Background: an optimization exercise with open tools, aiming at small area, a short achievable clock period and few clock cycles per item. Do not read the settings as production practice. Only simulation tests tie the RTL to the original design; equivalence was not proved. The clock port is modelled as an ideal driver; clocking choices that lean on that would not hold on a real chip. Power is estimated from default activity; no workload was simulated.

// cache_2way
module cache_2way #(
	parameter int WIDTH = 128,
	parameter int DEPTH = 4,
	localparam int BYTES = WIDTH / 8
) (
	input  logic             clk,
	input  logic             reset,
	input  cache_pkg::addr_t addr,
	input  logic             read_write,
	input  logic             master_enable,
	input  logic [BYTES-1:0] byte_enable,
	input  logic [WIDTH-1:0] data_in,
	output logic [WIDTH-1:0] data_out,
	output logic             hit,
	output logic             mem_write_req,
	output cache_pkg::addr_t mem_write_addr,
	output logic [WIDTH-1:0] mem_write_data,
	input  logic             mem_write_ack,
	output logic             mem_read_req,
	output cache_pkg::addr_t mem_read_addr,
	input  logic [WIDTH-1:0] mem_read_data,
	input  logic             mem_read_ack
);
Size: about 1,400 flip-flops, about 630 I/O pins, ~57,000 µm² of cells after synthesis.
export LEC_CHECK = 0
export CAP_MARGIN = 20
export CORE_MARGIN = 2
export CORE_UTILIZATION = 55
export SETUP_SLACK_MARGIN = 2.0
export SLEW_MARGIN = 20
export TNS_END_PERCENT = 5
create_clock -name core_clock -period 5.5 [get_ports {clk}]
standard.sh (not shown) runs the stock make flow with config.mk's settings and CLKGATE_MAP_FILE= SYNTH_SCRIPT=/design/flow/synth_recipe.tcl, a recipe that flattens the netlist after the stock synthesis.
==> flow/flow/run.sh <==
#!/bin/bash
# The standard layout, with these changes made through ORFS's own variables
# and hooks:
# - ports are buffered with the smallest buffer (buf_1) rather than the
#   delay buffer buffer_ports picks by default; timing repair still sizes
#   them up where paths need it;
# - clock tree synthesis clusters more sinks per leaf buffer and inserts no
#   dummy loads;
# - after clock tree synthesis, a few more setup repair passes on the worst
#   paths (flow/post_cts.tcl).
# Each make run writes its full output to a log of its own here, besides
# ORFS's per-step logs under orfs/logs.
set -euo pipefail
export BUFFER_PORTS_ARGS="-buffer_cell sky130_fd_sc_hd__buf_1"
export CTS_ARGS="-sink_clustering_enable -repair_clock_nets -dont_use_dummy_load -sink_clustering_size 26 -sink_clustering_max_diameter 80"
export POST_CTS_TCL="$PWD/flow/post_cts.tcl"
bash standard.sh > standard.log 2>&1
==> flow/flow/post_cts.tcl <==
# Extra setup repair passes after clock tree synthesis, aimed at the worst
# paths only, then legalise the placement again.
estimate_parasitics -placement
for {set i 0} {$i < 3} {incr i} {
  repair_timing -setup -setup_margin 2.5 -repair_tns 0 -verbose
}
detailed_placement
check_placement -verbose
Testbench counts at the start, summed over its fixed seeds: cycles 43,878, items 24,000.
Rerun with:
--- a/flow/flow/run.sh
+++ b/flow/flow/run.sh
@@ -14,3 +14,3 @@
 export BUFFER_PORTS_ARGS="-buffer_cell sky130_fd_sc_hd__buf_1"
-export CTS_ARGS="-sink_clustering_enable -repair_clock_nets -dont_use_dummy_load -sink_clustering_size 26 -sink_clustering_max_diameter 80"
+export CTS_ARGS="-sink_clustering_enable -repair_clock_nets -dont_use_dummy_load -sink_clustering_size 34 -sink_clustering_max_diameter 70"
 export POST_CTS_TCL="$PWD/flow/post_cts.tcl"
--- a/flow/flow/post_cts.tcl
+++ b/flow/flow/post_cts.tcl
@@ -4,3 +4,3 @@
 for {set i 0} {$i < 3} {incr i} {
-  repair_timing -setup -setup_margin 2.5 -repair_tns 0 -verbose
+  repair_timing -setup -setup_margin 2.0 -repair_tns 0 -verbose
 }
- SETUP_SLACK_MARGIN: 2.0 -> 1.5
Result: The changed run passed the timing, design-rule and antenna checks. Wire length is lower by 0.93%. Worst setup slack got worse by 8.4 ps. Power rises by 3.0%. Fmax hardly moves. Die area does not change. Utilization stays flat. Final area is about the same. Synthesized area is unchanged.
Rerun with:
--- a/flow/flow/run.sh
+++ b/flow/flow/run.sh
@@ -14,3 +14,3 @@
 export BUFFER_PORTS_ARGS="-buffer_cell sky130_fd_sc_hd__buf_1"
-export CTS_ARGS="-sink_clustering_enable -repair_clock_nets -dont_use_dummy_load -sink_clustering_size 34 -sink_clustering_max_diameter 70"
+export CTS_ARGS="-sink_clustering_enable -repair_clock_nets -dont_use_dummy_load -sink_clustering_size 26 -sink_clustering_max_diameter 80"
 export POST_CTS_TCL="$PWD/flow/post_cts.tcl"
- CAP_MARGIN: 20 -> 5
- SLEW_MARGIN: 20 -> 5
What happened:
- The new run ran to the end with no violations
- non-clock buffer count falls by 2
- core utilization came out lower by 0.19 points
- total power went down slightly
- cell count hardly moves
- wire length falls slightly
- worst hold slack gains 28 ps
- clock skew came out lower by 37 ps

========
cache_2way, a different RTL version from the one above (not shown whole).
Size: about 3600 cells after synthesis, roughly 1500 flip-flops, about 0.062 mm² of cells after synthesis.
clock: 5.5 ns
lec_check: 0
cap_margin: 20
core_margin: 2
core_utilization: 65
cts_cluster_diameter: 80
cts_cluster_size: 26
setup_slack_margin: 1.5
slew_margin: 20
tns_end_percent: 5
run.sh (not shown) runs the stock make flow with config.mk's settings and CLKGATE_MAP_FILE= SYNTH_SCRIPT=/design/flow/synth_recipe.tcl, a recipe that flattens the netlist after the stock synthesis.
Stock flow here: none of the scripts above is used.
Testbench counts at the start, summed over its fixed seeds: cycles 43,878, items 24,000.
==> next run, changes <==
--- a/flow/config.mk
+++ b/flow/config.mk
@@ -9,5 +9,3 @@
 export CORE_MARGIN = 2
-export CORE_UTILIZATION = 65
-export CTS_CLUSTER_DIAMETER = 80
-export CTS_CLUSTER_SIZE = 26
+export CORE_UTILIZATION = 55
 export SETUP_SLACK_MARGIN = 1.5
After rerunning: Routed wire length came out higher by a few percent; via count increases slightly; final cell count rises by a little under a tenth; fmax came out higher slightly; final area rises by a few percent; hold slack degrades by 0.011 ns; worst setup slack gets better by 0.057 ns; count of clock-buffer cells in the layout goes up by 103.
==> next run, changes <==
==> flow/flow/run.sh (new file) <==
#!/bin/bash
# The standard layout, with two changes made through ORFS's own variables:
# - ports are buffered with the smallest buffer (buf_1) rather than the
#   delay buffer buffer_ports picks by default; timing repair still sizes
#   them up where paths need it;
# - clock tree synthesis clusters more sinks per leaf buffer and inserts no
#   dummy loads.
# Each make run writes its full output to a log of its own here, besides
# ORFS's per-step logs under orfs/logs.
set -euo pipefail
export BUFFER_PORTS_ARGS="-buffer_cell sky130_fd_sc_hd__buf_1"
export CTS_ARGS="-sink_clustering_enable -repair_clock_nets -dont_use_dummy_load -sink_clustering_size 26 -sink_clustering_max_diameter 80"
bash standard.sh > standard.log 2>&1
==> flow/standard.sh (new file) <==
#!/bin/bash
# synth_recipe.tcl (not shown) runs the flow's synth.tcl, then flattens the netlist and writes it again
# the make line also repeats each setting of config.mk as NAME=value (left out here)
make -C /OpenROAD-flow-scripts/flow DESIGN_CONFIG=/design/flow/config.mk WORK_HOME=/design/flow/orfs CLKGATE_MAP_FILE= SYNTH_SCRIPT=/design/flow/synth_recipe.tcl "${@:-finish}"
removed: flow/run.sh
Effect: Non-clock buffer count fell by 52; critical path depth does not change; hold slack degrades by 0.0055 ns; synthesized area is unchanged; clock-buffer cell count fell by 146; first-iteration DRC count fell by about 1.3%; global-route usage fell by 1.3 points; via count fell by 2.6%; utilization fell by 6.8 points.
==> next run, changes <==
==> flow/run.sh (new file) <==
#!/bin/bash
# synth_recipe.tcl (not shown) runs the flow's synth.tcl, then flattens the netlist and writes it again
# the make line also repeats each setting of config.mk as NAME=value (left out here)
make -C /OpenROAD-flow-scripts/flow DESIGN_CONFIG=/design/flow/config.mk WORK_HOME=/design/flow/orfs CLKGATE_MAP_FILE= SYNTH_SCRIPT=/design/flow/synth_recipe.tcl finish
--- a/flow/config.mk
+++ b/flow/config.mk
@@ -10,2 +10,4 @@
 export CORE_UTILIZATION = 55
+export CTS_CLUSTER_DIAMETER = 80
+export CTS_CLUSTER_SIZE = 30
 export SETUP_SLACK_MARGIN = 1.5
removed: flow/flow/run.sh
removed: flow/standard.sh
Result: Sequential cell count does not change; first-iteration DRC count grows by 4.2%; final cell count climbs by 1.6%.

========
## juniper
cache_2way, a different RTL version from the one above (not shown whole).
Size: about 4200 cells after synthesis, about 1500 flip-flops, roughly 630 I/O pins, ~0.064 sq mm of cells after synthesis.
==> flow/config.mk <==
export PLATFORM = sky130hd
export DESIGN_NAME = cache_2way
export DESIGN_NICKNAME = cache_2way
export VERILOG_FILES = /design/flow/design.v
export SDC_FILE = /design/flow/constraint.sdc
export NUM_CORES = 4
export LEC_CHECK = 0
export CAP_MARGIN = 20
export CORE_MARGIN = 2
export CORE_UTILIZATION = 40
export SLEW_MARGIN = 20
==> flow/constraint.sdc <==
create_clock -name core_clock -period 5.5 [get_ports {clk}]
set_input_delay 1.1000 -clock core_clock [delete_from_list [all_inputs] [get_ports {clk}]]
set_output_delay 1.1000 -clock core_clock [all_outputs]
set_load 0.01 [all_outputs]
Stock flow here: none of the scripts above is used.
Testbench counts of juniper, summed over its fixed seeds: cycles 43,878, items 24,000.
[inputs] amber vs juniper
# juniper
export LEC_CHECK = 0
export CAP_MARGIN = 20
export CORE_MARGIN = 2
export CORE_UTILIZATION = 40
export SLEW_MARGIN = 20
create_clock -name core_clock -period 5.5 [get_ports {clk}]
# amber
export LEC_CHECK = 0
export CAP_MARGIN = 20
export CORE_MARGIN = 2
export CORE_UTILIZATION = 55
export SETUP_SLACK_MARGIN = 1.2
export SLEW_MARGIN = 20
create_clock -name core_clock -period 5.5 [get_ports {clk}]
### Flow results
Compared amber vs juniper, and share of cell area taken by flip-flops and latches is down in amber.
amber against juniper: number of gates resized after CTS picked up an extra 706, total power saw a decrease, met2 track demand over resource in global routing has increased, maximum number of pins on one net before global-route repair picked up an extra 43.
Compared with juniper, amber shows a multi-input combinational area share that is 0.36 points higher.
amber vs. juniper: setup slack went up by 0.77 ns.
Total non-filler cell area in the finished layout in amber is about 1.1% above juniper.
The run showing the smaller number of diodes added for antenna fixing is juniper.
Cmp amber and juniper / growth of design area from synthesis to finish / higher: amber
The initial core utilization reported for amber is greater than that of juniper by 15 points.

what the ideal ports hide:
Ports are ideal in the flow. The routed layouts listed here were re-timed in OpenROAD.
Step 1, drivers: a clkbuf_16 drives clk and a buf_2 each remaining input, both assumed.
Step 2 also shifts input and output timing later by t, the mid clock arrival at the registers, as if the neighbouring blocks saw the same clock.
Slacks: ideal ports / drivers / drivers and shift; pairs: ideal ports / drivers.
run | t, ns | setup slack, ns | worst slew at a driven data input, ns
the first run of note 1 | 0.770 | 1.472 / 1.426 / 1.089 | 0.16
the second run of note 1 | 0.718 | 1.464 / 1.305 / 0.907 | 0.21
the third run of note 1 | 0.716 | 1.499 / 1.309 / 0.978 | 0.20
the first run of note 2 | 0.735 | 1.291 / 1.183 / 0.638 | 0.20
the second run of note 2 | 0.819 | 1.347 / 1.249 / 0.735 | 0.17
the third run of note 2 | 0.736 | 1.393 / 1.242 / 0.855 | 0.18
the fourth run of note 2 | 0.752 | 1.359 / 1.244 / 0.754 | 0.15
juniper | 0.861 | 0.075 / 0.046 / -0.017 | 0.15
amber | 0.839 | 0.843 / 0.603 / -0.064 | 0.30
With both steps, setup timing fails in juniper and amber, where it was met with ideal ports. For amber, which loses most, drivers alone change the setup slack by -0.240 ns; drivers and shift together by -0.907 ns.
